Background: an optimization exercise with open tools, aiming at small area, a short achievable clock period and few clock cycles per item. Do not read the settings as production practice.
The RTL was checked by simulation tests, not by an equivalence proof against the original design.

## mul_unit
module mul_unit (
   input  logic     clk,
   input  logic     reset,
   input  logic     op_valid,
   input  mul_pkg::operand_t op_a,
   input  mul_pkg::operand_t op_b,
   output logic     busy,
   output mul_pkg::word_t    res_word,
   output logic     res_valid,
   output logic     res_last
);
export LEC_CHECK = 0
export ABC_AREA = 1
export CAP_MARGIN = 20
export CORE_MARGIN = 2
export CORE_UTILIZATION = 40
export CTS_CLUSTER_DIAMETER = 150
export CTS_CLUSTER_SIZE = 22
export SLEW_MARGIN = 20
export SYNTH_HIERARCHICAL = 1
create_clock -name core_clock -period 33.0 [get_ports {clk}]
standard.sh (not shown) runs the stock make flow with config.mk's settings and CLKGATE_MAP_FILE= SYNTH_SCRIPT=/design/flow/synth_recipe.tcl, a recipe that flattens the netlist after the stock synthesis.
==> flow/flow/run.sh <==
#!/bin/bash
# The standard layout, with buf_2 cells as the port buffers instead of the default
# clkdlybuf4s50_1 (smaller and faster). Each make step logs into orfs/logs as usual; the
# make output itself goes to standard.log.
set -euo pipefail
export BUFFER_PORTS_ARGS="-buffer_cell sky130_fd_sc_hd__buf_2"
bash standard.sh > standard.log 2>&1
The first run finished with timing, DRC and antenna clean.
Testbench counts at the start, summed over its fixed seeds: cycles 4,824, items 1,600.
Edit:
--- a/flow/config.mk
+++ b/flow/config.mk
@@ -10,6 +10,4 @@
 export CORE_MARGIN = 2
 export CORE_UTILIZATION = 40
-export CTS_CLUSTER_DIAMETER = 150
-export CTS_CLUSTER_SIZE = 22
 export SLEW_MARGIN = 20
 export SYNTH_HIERARCHICAL = 1
What happened:
- setup slack gets worse by 0.062 ns
- core utilization goes up by 0.73 points
- clock-buffer cell count goes up by 17
- global-route usage is about the same
- die area is unchanged
- worst hold slack is about the same
- area after synthesis does not change
- wire length goes up by 0.41%
- register-to-register slack gets better by 0.02 ns
Edit:
--- a/flow/config.mk
+++ b/flow/config.mk
@@ -9,5 +9,7 @@
 export CAP_MARGIN = 20
 export CORE_MARGIN = 2
-export CORE_UTILIZATION = 40
+export CORE_UTILIZATION = 70
+export CTS_CLUSTER_DIAMETER = 150
+export CTS_CLUSTER_SIZE = 22
 export SLEW_MARGIN = 20
 export SYNTH_HIERARCHICAL = 1
Outcome: The new run finished with timing, DRC and antenna clean; via count went up by 2.7%; fmax is higher by 1.1%; sequential share of layout area is higher by 0.64 points; cell count fell by 12%; worst setup slack gets better by 0.084 ns; first-iteration DRC count rose by 29%; non-clock buffer count does not change; count of clock-buffer cells in the layout falls by 16; critical path depth is unchanged; synthesized area is unchanged.
Edit:
==> flow/flow/run.sh (replaced) <==
#!/bin/bash
# The standard layout, with buf_2 cells as the port buffers instead of the default
# clkdlybuf4s50_1 (smaller and faster), and timing repair aiming at a setup slack of
# SETUP_SLACK_MARGIN ns instead of 0. The make output goes to standard.log; each step
# logs into orfs/logs as usual.
set -euo pipefail
export BUFFER_PORTS_ARGS="-buffer_cell sky130_fd_sc_hd__buf_2"
export SETUP_SLACK_MARGIN=26
bash standard.sh > standard.log 2>&1
--- a/flow/config.mk
+++ b/flow/config.mk
@@ -9,7 +9,5 @@
 export CAP_MARGIN = 20
 export CORE_MARGIN = 2
-export CORE_UTILIZATION = 70
-export CTS_CLUSTER_DIAMETER = 150
-export CTS_CLUSTER_SIZE = 22
+export CORE_UTILIZATION = 40
 export SLEW_MARGIN = 20
 export SYNTH_HIERARCHICAL = 1
Setup slack got worse by 0.064 ns.
Design area came out higher by 4.3%.
Edit:
==> flow/flow/run.sh (replaced) <==
#!/bin/bash
# The standard layout, with buf_2 cells as the port buffers instead of the default
# clkdlybuf4s50_1 (smaller and faster). Each make step logs into orfs/logs as usual; the
# make output itself goes to standard.log.
set -euo pipefail
export BUFFER_PORTS_ARGS="-buffer_cell sky130_fd_sc_hd__buf_2"
bash standard.sh > standard.log 2>&1
--- a/flow/config.mk
+++ b/flow/config.mk
@@ -9,5 +9,7 @@
 export CAP_MARGIN = 20
 export CORE_MARGIN = 2
-export CORE_UTILIZATION = 40
+export CORE_UTILIZATION = 55
+export CTS_CLUSTER_DIAMETER = 150
+export CTS_CLUSTER_SIZE = 22
 export SLEW_MARGIN = 20
 export SYNTH_HIERARCHICAL = 1
Final area fell by about 3.3%.
Critical path depth does not change.
Via count rose by 0.76%.

[afterwards: timing with drivers on the ports]
In the flow no input, the clock included, has a driving cell. The finished layouts below were timed again as built, in two steps.
Step 1 sets driving cells, clkbuf_16 on the clock port and buf_2 on the other inputs (assumed; they add their load-dependent delay and slew).
Step 2 times the ports against the registers' clock, not the clock port: input delays grow and output delays shrink by t, the midpoint of the rising clock arrivals with the driver on.
a / b / c = ideal ports / drivers / drivers and shift; a / b = the first two.
run | t, ns | setup WS [ns] | pins driven straight from the clock port
the first run | 0.577 | 25.412 / 25.350 / 25.808 | 1
the second run | 0.649 | 25.350 / 25.287 / 25.790 | 1
the third run | 0.567 | 25.433 / 25.374 / 25.797 | 1
the fourth run | 0.649 | 25.369 / 25.306 / 25.794 | 1
the fifth run | 0.575 | 25.405 / 25.347 / 25.810 | 1
After both steps every run listed still meets setup and hold.
